What follows belongs to an exercise in optimizing a design on an open flow for small area; a production flow would make more cautious choices.
In this exercise RTL edits were held to simulation tests only and were not proved equivalent to the original.
Power and IR drop assume default switching activity.

run 1:
Design aurora_lane, start of the top module:
module aurora_lane
#(
    parameter int SH_CNT_MAX     = 64,
    parameter int SH_INVALID_MAX = 16
) (
    input  logic                 clk160,
    input  logic                 rst,
    input  logic [aurora_pkg::PAYLOAD_W-1:0] tx_data_i,
    input  aurora_pkg::sync_hdr_e            tx_sync_i,
    output logic                 tx_data_next_o,
    output logic [aurora_pkg::BYTE_W-1:0]    tx_byte_o,
    input  logic [aurora_pkg::BYTE_W-1:0]    rx_byte_i,
    output logic [aurora_pkg::PAYLOAD_W-1:0] rx_data_o,
    output aurora_pkg::sync_hdr_e            rx_sync_o,
    output logic                 rx_valid_o,
    output logic                 block_lock_o
);
Size in the first run: about 920 cells after synthesis, roughly 150 I/O pins, ~0.010 mm^2 of cells after synthesis.
==> flow/config.mk <==
export PLATFORM = sky130hd
export DESIGN_NAME = aurora_lane
export DESIGN_NICKNAME = aurora_lane
export VERILOG_FILES = /design/flow/design.v
export SDC_FILE = /design/flow/constraint.sdc
export NUM_CORES = 4
export LEC_CHECK = 0
export CAP_MARGIN = 20
export CELL_PAD_IN_SITES_DETAIL_PLACEMENT = 1
export CELL_PAD_IN_SITES_GLOBAL_PLACEMENT = 2
export CORE_MARGIN = 2
export CORE_UTILIZATION = 40
export SLEW_MARGIN = 20
==> flow/constraint.sdc <==
create_clock -name core_clock -period 6.25 [get_ports {clk160}]
set_input_delay 1.2500 -clock core_clock [delete_from_list [all_inputs] [get_ports {clk160}]]
set_output_delay 1.2500 -clock core_clock [all_outputs]
set_load 0.01 [all_outputs]
standard.sh (not shown) runs the stock make flow with config.mk's settings and CLKGATE_MAP_FILE= SYNTH_SCRIPT=/design/flow/synth_recipe.tcl, a recipe that flattens the netlist after the stock synthesis.
==> flow/flow/run.sh <==
#!/bin/bash
# Own layout flow: the standard flow, with three changes.
#  1. After the standard synthesis, the combinational cells are mapped again by
#     ABC for area with a few scripts, keeping the smallest result; flip-flops
#     are left exactly as the standard synthesis made them.
#  2. Port buffers are the smallest buffer cell.
#  3. CTS without dummy loads.
# Every tool writes its full output to a log of its own in this folder.
set -euo pipefail
W=$PWD
R=$W/orfs/results/$FLOW_PLATFORM/aurora_lane/base
LIB=$FLOW_HOME/platforms/$FLOW_PLATFORM/lib/sky130_fd_sc_hd__tt_025C_1v80.lib

export CTS_ARGS="-sink_clustering_enable -repair_clock_nets -dont_use_dummy_load -buf_list sky130_fd_sc_hd__clkbuf_16 -sink_clustering_size 35 -sink_clustering_max_diameter 100"
export BUFFER_PORTS_ARGS="-buffer_cell sky130_fd_sc_hd__buf_1"

bash standard.sh synth > $W/log_1_standard_synth.txt 2>&1
cp $R/1_2_yosys.v $W/std_1_2_yosys.v

DU=""
for c in $(cat $W/flow/dont_use.txt); do DU="$DU -dont_use $c"; done
FLOPS=$(grep -oE "sky130_fd_sc_hd__[a-z0-9_]+" $W/std_1_2_yosys.v | sort -u | grep -E "__(df|edf|sdf|dl)" | tr '\n' ' ')
best=""
best_area=""
for s in $W/flow/abc_*.abc; do
  n=$(basename $s .abc)
  cat > $W/remap_$n.ys <<EOF
read_liberty -ignore_miss_func $LIB
read_verilog $W/std_1_2_yosys.v
hierarchy -top $FLOW_TOP
setattr -mod -set keep_hierarchy 1 $FLOPS
flatten
opt_clean
abc -script $s -liberty $LIB $DU
opt_clean -purge
blackbox $FLOPS
hilomap -singleton -hicell sky130_fd_sc_hd__conb_1 HI -locell sky130_fd_sc_hd__conb_1 LO
insbuf -buf sky130_fd_sc_hd__buf_4 A X
splitnets
opt_clean -purge
tee -o $W/remap_$n.stat stat -liberty $LIB
write_verilog -noattr -nohex -nodec $W/remap_$n.v
EOF
  if yosys -s $W/remap_$n.ys > $W/log_2_remap_$n.txt 2>&1; then
    a=$(grep "Chip area for module" $W/remap_$n.stat | head -1 | awk '{print $NF}')
    echo "$n $a" >> $W/remap_areas.txt
    if [[ -z "$best_area" ]] || awk -v a="$a" -v b="$best_area" 'BEGIN{exit !(a<b)}'; then
      best=$n; best_area=$a
    fi
  fi
done
echo "best $best $best_area" >> $W/remap_areas.txt
cp $W/remap_$best.v $R/1_2_yosys.v
rm -f $R/1_synth.odb $R/1_synth.sdc
bash standard.sh > $W/log_3_standard_layout.txt 2>&1
==> flow/flow/dont_use.txt <==
sky130_fd_sc_hd__lpflow_bleeder_1
sky130_fd_sc_hd__lpflow_clkbufkapwr_1
sky130_fd_sc_hd__lpflow_clkbufkapwr_16
sky130_fd_sc_hd__lpflow_clkbufkapwr_2
sky130_fd_sc_hd__lpflow_clkbufkapwr_4
sky130_fd_sc_hd__lpflow_clkbufkapwr_8
sky130_fd_sc_hd__lpflow_clkinvkapwr_1
sky130_fd_sc_hd__lpflow_clkinvkapwr_16
sky130_fd_sc_hd__lpflow_clkinvkapwr_2
sky130_fd_sc_hd__lpflow_clkinvkapwr_4
sky130_fd_sc_hd__lpflow_clkinvkapwr_8
sky130_fd_sc_hd__lpflow_decapkapwr_12
sky130_fd_sc_hd__lpflow_decapkapwr_3
sky130_fd_sc_hd__lpflow_decapkapwr_4
sky130_fd_sc_hd__lpflow_decapkapwr_6
sky130_fd_sc_hd__lpflow_decapkapwr_8
sky130_fd_sc_hd__lpflow_inputiso0n_1
sky130_fd_sc_hd__lpflow_inputiso0p_1
sky130_fd_sc_hd__lpflow_inputiso1n_1
sky130_fd_sc_hd__lpflow_inputiso1p_1
sky130_fd_sc_hd__lpflow_inputisolatch_1
sky130_fd_sc_hd__lpflow_isobufsrc_1
sky130_fd_sc_hd__lpflow_isobufsrc_16
sky130_fd_sc_hd__lpflow_isobufsrc_2
sky130_fd_sc_hd__lpflow_isobufsrc_4
sky130_fd_sc_hd__lpflow_isobufsrc_8
sky130_fd_sc_hd__lpflow_isobufsrckapwr_16
sky130_fd_sc_hd__lpflow_lsbuf_lh_hl_isowell_tap_1
sky130_fd_sc_hd__lpflow_lsbuf_lh_hl_isowell_tap_2
sky130_fd_sc_hd__lpflow_lsbuf_lh_hl_isowell_tap_4
sky130_fd_sc_hd__lpflow_lsbuf_lh_isowell_4
sky130_fd_sc_hd__lpflow_lsbuf_lh_isowell_tap_1
sky130_fd_sc_hd__lpflow_lsbuf_lh_isowell_tap_2
sky130_fd_sc_hd__lpflow_lsbuf_lh_isowell_tap_4
sky130_fd_sc_hd__probe_p_8
sky130_fd_sc_hd__probec_p_8
Other scripts of this flow, unchanged in this note and not shown: flow/flow/abc_1.abc, flow/flow/abc_2.abc, flow/flow/abc_3.abc, flow/flow/abc_4.abc, flow/flow/abc_5.abc
[inputs] run 2 vs run 1
--- a/flow/flow/run.sh
+++ b/flow/flow/run.sh
@@ -12,5 +12,5 @@
 LIB=$FLOW_HOME/platforms/$FLOW_PLATFORM/lib/sky130_fd_sc_hd__tt_025C_1v80.lib
 
-export CTS_ARGS="-sink_clustering_enable -repair_clock_nets -dont_use_dummy_load -buf_list sky130_fd_sc_hd__clkbuf_16 -sink_clustering_size 35 -sink_clustering_max_diameter 100"
+export CTS_ARGS="-sink_clustering_enable -repair_clock_nets -dont_use_dummy_load -buf_list sky130_fd_sc_hd__clkbuf_8 -sink_clustering_size 15 -sink_clustering_max_diameter 60"
 export BUFFER_PORTS_ARGS="-buffer_cell sky130_fd_sc_hd__buf_1"
 
Results
- Run 2 reached the final stage; the timing, design-rule and antenna checks on its layout passed.
- [run 2] number of buffers created by CTS rose 16 relative to run 1
- Total power delta (run 2 − run 1): unfavourable
- [compare] base=run 1 new=run 2: post-layout worst setup margin went down 48 ps; number of flip-flops and latches held; routed wire length went up 0.68%.
The inputs of run 3 differ from those of run 2 as listed below.
- a deleted CELL_PAD_IN_SITES_DETAIL_PLACEMENT that had been 1
- a deleted CELL_PAD_IN_SITES_GLOBAL_PLACEMENT that had been 2
--- a/flow/flow/run.sh
+++ b/flow/flow/run.sh
@@ -12,5 +12,5 @@
 LIB=$FLOW_HOME/platforms/$FLOW_PLATFORM/lib/sky130_fd_sc_hd__tt_025C_1v80.lib
 
-export CTS_ARGS="-sink_clustering_enable -repair_clock_nets -dont_use_dummy_load -buf_list sky130_fd_sc_hd__clkbuf_8 -sink_clustering_size 15 -sink_clustering_max_diameter 60"
+export CTS_ARGS="-sink_clustering_enable -repair_clock_nets -dont_use_dummy_load -buf_list sky130_fd_sc_hd__clkbuf_16 -sink_clustering_size 25 -sink_clustering_max_diameter 80"
 export BUFFER_PORTS_ARGS="-buffer_cell sky130_fd_sc_hd__buf_1"
 
--- a/flow/flow/dont_use.txt
+++ b/flow/flow/dont_use.txt
@@ -35,2 +35,3 @@
 sky130_fd_sc_hd__probe_p_8
 sky130_fd_sc_hd__probec_p_8
+sky130_fd_sc_hd__a222oi_1
## What came out
Between run 3 and run 2, the net switching power figures differ only marginally. Comparing run 2 and run 3, the higher count of clock-buffer cells in the layout is on run 2. Post-synthesis instance area: run 3 vs run 2 up about 3.6%.
Modified inputs, run 4 compared to run 3
- CELL_PAD_IN_SITES_DETAIL_PLACEMENT newly set to 1
- CELL_PAD_IN_SITES_GLOBAL_PLACEMENT newly set to 2
--- a/flow/flow/dont_use.txt
+++ b/flow/flow/dont_use.txt
@@ -35,3 +35,2 @@
 sky130_fd_sc_hd__probe_p_8
 sky130_fd_sc_hd__probec_p_8
-sky130_fd_sc_hd__a222oi_1
--- outcome ---
Run 4 gives more HPWL after detailed placement than run 3 did. In run 4, the portion of total power attributed to combinational logic came out 0.4 points below the value in run 3. Delta (run 4 minus run 3): area added between synthesis and finish +0.31 points; multi-input gate area in the final layout -about 7.4%. Total nets after synthesis in run 4 is 99 lower than in run 3. Relative to run 3, synthesized cell count has decreased by 9.8% in run 4.

========
aurora_lane, a different RTL version from the one above (not shown whole).
Size: about 830 cells after synthesis, ~150 I/O pins.
// aurora_lane
module aurora_lane
#(
    parameter int SH_CNT_MAX     = 64,
    parameter int SH_INVALID_MAX = 16
) (
    input  logic                 clk160,
    input  logic                 rst,
    input  logic [aurora_pkg::PAYLOAD_W-1:0] tx_data_i,
    input  aurora_pkg::sync_hdr_e            tx_sync_i,
    output logic                 tx_data_next_o,
    output logic [aurora_pkg::BYTE_W-1:0]    tx_byte_o,
    input  logic [aurora_pkg::BYTE_W-1:0]    rx_byte_i,
    output logic [aurora_pkg::PAYLOAD_W-1:0] rx_data_o,
    output aurora_pkg::sync_hdr_e            rx_sync_o,
    output logic                 rx_valid_o,
    output logic                 block_lock_o
);
    logic [BLOCK_W-1:0] rx_block;
    logic               rx_block_valid;
    logic               slip;
    logic [1:0]         beat;
    tx_lane u_tx_lane (
        .clk160      (clk160),
        .rst         (rst),
        .data_i      (tx_data_i),
        .sync_i      (tx_sync_i),
        .data_next_o (tx_data_next_o),
        .byte_o      (tx_byte_o),
        .beat_o      (beat)
    );
    rx_gearbox u_rx_gearbox (
  ...
Settings: LEC_CHECK=0, CAP_MARGIN=20, CELL_PAD_IN_SITES_DETAIL_PLACEMENT=1, CELL_PAD_IN_SITES_GLOBAL_PLACEMENT=2, CORE_MARGIN=2, CORE_UTILIZATION=40, PLACE_DENSITY=0.7, SLEW_MARGIN=20; clock period 6.25 ns.
==> flow/flow/run.sh <==
#!/bin/bash
# Own layout flow: the standard flow, with three changes.
#  1. After the standard synthesis, the combinational cells are mapped again by
#     ABC for area with a few scripts, keeping the smallest result; flip-flops
#     are left exactly as the standard synthesis made them.
#  2. Port buffers are the smallest buffer cell.
#  3. CTS without dummy loads.
# Every tool writes its full output to a log of its own in this folder.
set -euo pipefail
W=$PWD
R=$W/orfs/results/$FLOW_PLATFORM/aurora_lane/base
LIB=$FLOW_HOME/platforms/$FLOW_PLATFORM/lib/sky130_fd_sc_hd__tt_025C_1v80.lib

export CTS_ARGS="-sink_clustering_enable -repair_clock_nets -dont_use_dummy_load -buf_list {sky130_fd_sc_hd__clkbuf_4 sky130_fd_sc_hd__clkbuf_8} -sink_clustering_buffer sky130_fd_sc_hd__clkbuf_8 -root_buf sky130_fd_sc_hd__clkbuf_4 -sink_clustering_size 14 -sink_clustering_max_diameter 70"
export BUFFER_PORTS_ARGS="-buffer_cell sky130_fd_sc_hd__buf_1"

bash standard.sh synth > $W/log_1_standard_synth.txt 2>&1
cp $R/1_2_yosys.v $W/std_1_2_yosys.v

DU=""
for c in $(cat $W/flow/dont_use.txt); do DU="$DU -dont_use $c"; done
FLOPS=$(grep -oE "sky130_fd_sc_hd__[a-z0-9_]+" $W/std_1_2_yosys.v | sort -u | grep -E "__(df|edf|sdf|dl)" | tr '\n' ' ')
best=""
best_area=""
for s in $W/flow/abc_*.abc; do
  n=$(basename $s .abc)
  cat > $W/remap_$n.ys <<EOF
read_liberty -ignore_miss_func $LIB
read_verilog $W/std_1_2_yosys.v
hierarchy -top $FLOW_TOP
setattr -mod -set keep_hierarchy 1 $FLOPS
flatten
opt_clean
abc -script $s -liberty $LIB $DU
opt_clean -purge
blackbox $FLOPS
hilomap -singleton -hicell sky130_fd_sc_hd__conb_1 HI -locell sky130_fd_sc_hd__conb_1 LO
insbuf -buf sky130_fd_sc_hd__buf_4 A X
splitnets
opt_clean -purge
tee -o $W/remap_$n.stat stat -liberty $LIB
write_verilog -noattr -nohex -nodec $W/remap_$n.v
EOF
  if yosys -s $W/remap_$n.ys > $W/log_2_remap_$n.txt 2>&1; then
    a=$(grep "Chip area for module" $W/remap_$n.stat | head -1 | awk '{print $NF}')
    echo "$n $a" >> $W/remap_areas.txt
    if [[ -z "$best_area" ]] || awk -v a="$a" -v b="$best_area" 'BEGIN{exit !(a<b)}'; then
      best=$n; best_area=$a
    fi
  fi
done
echo "best $best $best_area" >> $W/remap_areas.txt
cp $W/remap_$best.v $R/1_2_yosys.v
rm -f $R/1_synth.odb $R/1_synth.sdc
bash standard.sh > $W/log_3_standard_layout.txt 2>&1
Other scripts of this flow, unchanged in this note and not shown: flow/flow/abc_1.abc, flow/flow/abc_4.abc, flow/flow/abc_5.abc, flow/flow/abc_6.abc, flow/flow/abc_7.abc, flow/flow/abc_8.abc, flow/flow/abc_9.abc, flow/flow/dont_use.txt
The baseline went through all stages and came out clean.
Rerun with:
--- a/flow/flow/run.sh
+++ b/flow/flow/run.sh
@@ -13,3 +13,3 @@
 
-export CTS_ARGS="-sink_clustering_enable -repair_clock_nets -dont_use_dummy_load -buf_list {sky130_fd_sc_hd__clkbuf_4 sky130_fd_sc_hd__clkbuf_8} -sink_clustering_buffer sky130_fd_sc_hd__clkbuf_8 -root_buf sky130_fd_sc_hd__clkbuf_4 -sink_clustering_size 14 -sink_clustering_max_diameter 70"
+export CTS_ARGS="-sink_clustering_enable -repair_clock_nets -dont_use_dummy_load -buf_list {sky130_fd_sc_hd__clkbuf_4 sky130_fd_sc_hd__clkbuf_16} -sink_clustering_buffer sky130_fd_sc_hd__clkbuf_16 -root_buf sky130_fd_sc_hd__clkbuf_4 -sink_clustering_size 24 -sink_clustering_max_diameter 70"
 export BUFFER_PORTS_ARGS="-buffer_cell sky130_fd_sc_hd__buf_1"
--- a/flow/config.mk
+++ b/flow/config.mk
@@ -12,3 +12,2 @@
 export CORE_UTILIZATION = 40
-export PLACE_DENSITY = 0.7
 export SLEW_MARGIN = 20
After rerunning:
- wire length shrinks by about 1.8%
- worst setup slack is better by 0.20 ns
- design area grows by about 0.8%
- total power grows by 3.5%

==> what the ideal ports hide <==
In the flow no input, the clock included, has a driving cell. The finished layouts below were timed again as built, in two steps.
Step 1 sets driving cells, clkbuf_16 on the clock port and buf_2 on the other inputs (assumed; they add their load-dependent delay and slew).
Step 2 also shifts input and output timing later by t, the mid clock arrival at the registers, as if the neighbouring blocks saw the same clock.
Slacks: ideal ports / drivers / drivers and shift; pairs: ideal ports / drivers.
| run | shift t [ns] | slack for setup (ns) | worst slew at a driven data input, ns |
|---|---|---|---|
| run 1 | 0.518 | 1.578 / 1.525 / 2.043 | 0.06 |
| run 2 | 0.579 | 1.530 / 1.482 / 2.060 | 0.05 |
| run 3 | 0.538 | 1.499 / 1.447 / 1.985 | 0.07 |
| run 4 | 0.521 | 1.611 / 1.559 / 2.080 | 0.06 |
| the first run of note 2 | 0.675 | 1.368 / 1.322 / 1.997 | 0.06 |
| the second run of note 2 | 0.683 | 1.569 / 1.527 / 2.210 | 0.05 |
After both steps every run listed still meets setup and hold.
